This is an optimization exercise on Yosys and OpenROAD, whose aim is small area, not a production implementation.
In this exercise RTL edits were held to simulation tests only and were not proved equivalent to the original.
Power and IR drop assume default switching activity.

rev 12:
Design rf_rename, start of the top module:
module rf_rename #(
  parameter int XLEN  = 32,
  parameter int NREG  = 32,
  parameter int TAG_W = 3,
  localparam int AW   = $clog2(NREG)
) (
  input  logic             clk,
  input  logic             rst,
  input  logic             stall,
  input  logic             flush,
  input  logic             iss_valid,
  input  logic [AW-1:0]    iss_rs1,
  input  logic [AW-1:0]    iss_rs2,
  input  logic [AW-1:0]    iss_rd,
  input  logic [TAG_W-1:0] iss_tag,
  input  logic             cmt_valid,
  input  logic [AW-1:0]    cmt_rd,
  input  logic [TAG_W-1:0] cmt_tag,
  input  logic [XLEN-1:0]  cmt_data,
  output logic             op_valid,
  output logic [XLEN-1:0]  op1_val,
  output logic [XLEN-1:0]  op2_val,
  output logic             op1_rdy,
  output logic             op2_rdy,
  output logic [TAG_W-1:0] op1_tag,
  output logic [TAG_W-1:0] op2_tag,
  input  logic [AW-1:0]    dbg_addr,
  output logic [XLEN-1:0]  dbg_data
);
export LEC_CHECK = 0
export CAP_MARGIN = 5
export CORE_MARGIN = 2
export CORE_UTILIZATION = 35
export CTS_BUF_LIST = sky130_fd_sc_hd__clkbuf_8
export CTS_CLUSTER_DIAMETER = 80
export CTS_CLUSTER_SIZE = 30
export PLACE_DENSITY = 0.5
export SLEW_MARGIN = 5
export SYNTH_HIERARCHICAL = 1
create_clock -name core_clock -period 4.0 [get_ports {clk}]
standard.sh (not shown) runs the stock make flow with config.mk's settings and CLKGATE_MAP_FILE= SYNTH_SCRIPT=/design/flow/synth_recipe.tcl, a recipe that flattens the netlist after the stock synthesis.
==> flow/flow/run.sh <==
#!/bin/bash
set -euo pipefail
export BUFFER_PORTS_ARGS="-buffer_cell sky130_fd_sc_hd__buf_1"
export CTS_ARGS="-sink_clustering_enable -repair_clock_nets -buf_list sky130_fd_sc_hd__clkbuf_8 -sink_clustering_size 16 -sink_clustering_max_diameter 60 -dont_use_dummy_load"
bash standard.sh finish > flow_make.log 2>&1
| rev 12 | all stages done | FAIL | max-capacitance violations, max-slew violations |
### rev 12 -> rev 13
# rev 12
export LEC_CHECK = 0
export CAP_MARGIN = 5
export CORE_MARGIN = 2
export CORE_UTILIZATION = 35
export CTS_BUF_LIST = sky130_fd_sc_hd__clkbuf_8
export CTS_CLUSTER_DIAMETER = 80
export CTS_CLUSTER_SIZE = 30
export PLACE_DENSITY = 0.5
export SLEW_MARGIN = 5
export SYNTH_HIERARCHICAL = 1
create_clock -name core_clock -period 4.0 [get_ports {clk}]
# rev 13
export LEC_CHECK = 0
export CAP_MARGIN = 20
export CORE_MARGIN = 2
export CORE_UTILIZATION = 35
export PLACE_DENSITY = 0.5
export SLEW_MARGIN = 20
export SYNTH_HIERARCHICAL = 1
create_clock -name core_clock -period 4.0 [get_ports {clk}]
==> summary.txt <==
The flow did not stop early for rev 13: all stages ran, and the layout cleared the timing, design-rule and antenna checks.
[compare] base=rev 12 new=rev 13: end-of-flow core utilization held steady, total number of vias grew by 221, placed instance area held steady, combined buffer and inverter count along the critical path grew by 2.

========
Another version of the RTL of rf_rename (not shown whole).
For scale: ~4,600 cells after synthesis, ~1,200 flip-flops, ~170 I/O pins, about 52,000 um2 of cells after synthesis.
==> flow/config.mk <==
export PLATFORM = sky130hd
export DESIGN_NAME = rf_rename
export DESIGN_NICKNAME = rf_rename
export VERILOG_FILES = /design/flow/design.v
export SDC_FILE = /design/flow/constraint.sdc
export NUM_CORES = 4
export LEC_CHECK = 0
export CAP_MARGIN = 20
export CORE_MARGIN = 2
export CORE_UTILIZATION = 40
export GPL_TIMING_DRIVEN = 0
export PLACE_DENSITY = 0.6
export SETUP_SLACK_MARGIN = 0.4
export SLEW_MARGIN = 20
export SYNTH_HIERARCHICAL = 1
==> flow/constraint.sdc <==
create_clock -name core_clock -period 4.0 [get_ports {clk}]
set_input_delay 0.8000 -clock core_clock [delete_from_list [all_inputs] [get_ports {clk}]]
set_output_delay 0.8000 -clock core_clock [all_outputs]
set_load 0.01 [all_outputs]
==> flow/flow/run.sh <==
#!/bin/bash
set -euo pipefail
export BUFFER_PORTS_ARGS="-buffer_cell sky130_fd_sc_hd__buf_1"
export CTS_ARGS="-sink_clustering_enable -repair_clock_nets -buf_list sky130_fd_sc_hd__clkbuf_8 -sink_clustering_size 16 -sink_clustering_max_diameter 60 -dont_use_dummy_load"
export PRE_RESIZE_TCL="$PWD/flow/pre_resize.tcl"
bash standard.sh finish > flow_make.log 2>&1
==> flow/flow/pre_resize.tcl <==
# Size up the drivers of high-fanout nets (word lines, write data) before repair_design, so
# that they drive their nets directly instead of through added buffer trees.
set db [ord::get_db]
set n 0
foreach inst [[ord::get_db_block] getInsts] {
  set m [[$inst getMaster] getName]
  if {![regexp {^sky130_fd_sc_hd__(and2|and3|nand2|nor2|and2b|inv|nand3|nor3|a21oi|o21ai)_(\d+)$} $m -> fam sz]} continue
  set out NULL
  foreach it [$inst getITerms] { if {[$it isOutputSignal]} { set out [$it getNet] } }
  if {$out == "NULL"} continue
  set fo [expr {[llength [$out getITerms]] - 1}]
  if {$fo >= 20 && $sz < 4} {
    set new [$db findMaster sky130_fd_sc_hd__${fam}_4]
    if {$new != "NULL"} { $inst swapMaster $new; incr n }
  }
}
puts "pre_resize: sized up $n high-fanout drivers"
Change:
Settings changed: CORE_UTILIZATION 40 to 35, PLACE_DENSITY 0.6 to 0.5.
Result:
- global-route usage decreases by 3.2 points
- critical path depth is unchanged
- final cell count increases by about 4.3%
- combinational power increases by about 2%
- die area is higher by about 14%

[what the ideal ports hide]
The flow's constraints put no driver on any port. The routed layouts listed below were extracted and timed again, unchanged, in two steps. Step 1 (the two cells are an assumption about what drives the block):
set clk [get_ports {clk}]
set_driving_cell -lib_cell sky130_fd_sc_hd__clkbuf_16 $clk
set_driving_cell -lib_cell sky130_fd_sc_hd__buf_2 [delete_from_list [all_inputs] $clk]
Step 2 also shifts input and output timing later by t, the mid clock arrival at the registers, as if the neighbouring blocks saw the same clock. a / b / c = ideal / step 1 / step 2; a / b = the first two.
run | t, ns | setup slack, ns | worst setup path after step 2 | clock arrival spread, ns | worst data-port slew with drivers (ns)
rev 12 | 0.962 | 0.631 / 0.694 / -0.267 | input to register | 0.162 / 0.161 | 0.30
rev 13 | 0.967 | 0.613 / 0.676 / -0.291 | input to register | 0.150 / 0.150 | 0.34
the first run of note 2 | 0.945 | 0.270 / 0.314 / -0.631 | input to register | 0.182 / 0.182 | 0.13
the second run of note 2 | 0.940 | 0.382 / 0.437 / -0.503 | input to register | 0.157 / 0.158 | 0.12
The setup slack of rev 13, which loses most, moves by +0.063 ns with the drivers and by -0.904 ns with both steps.
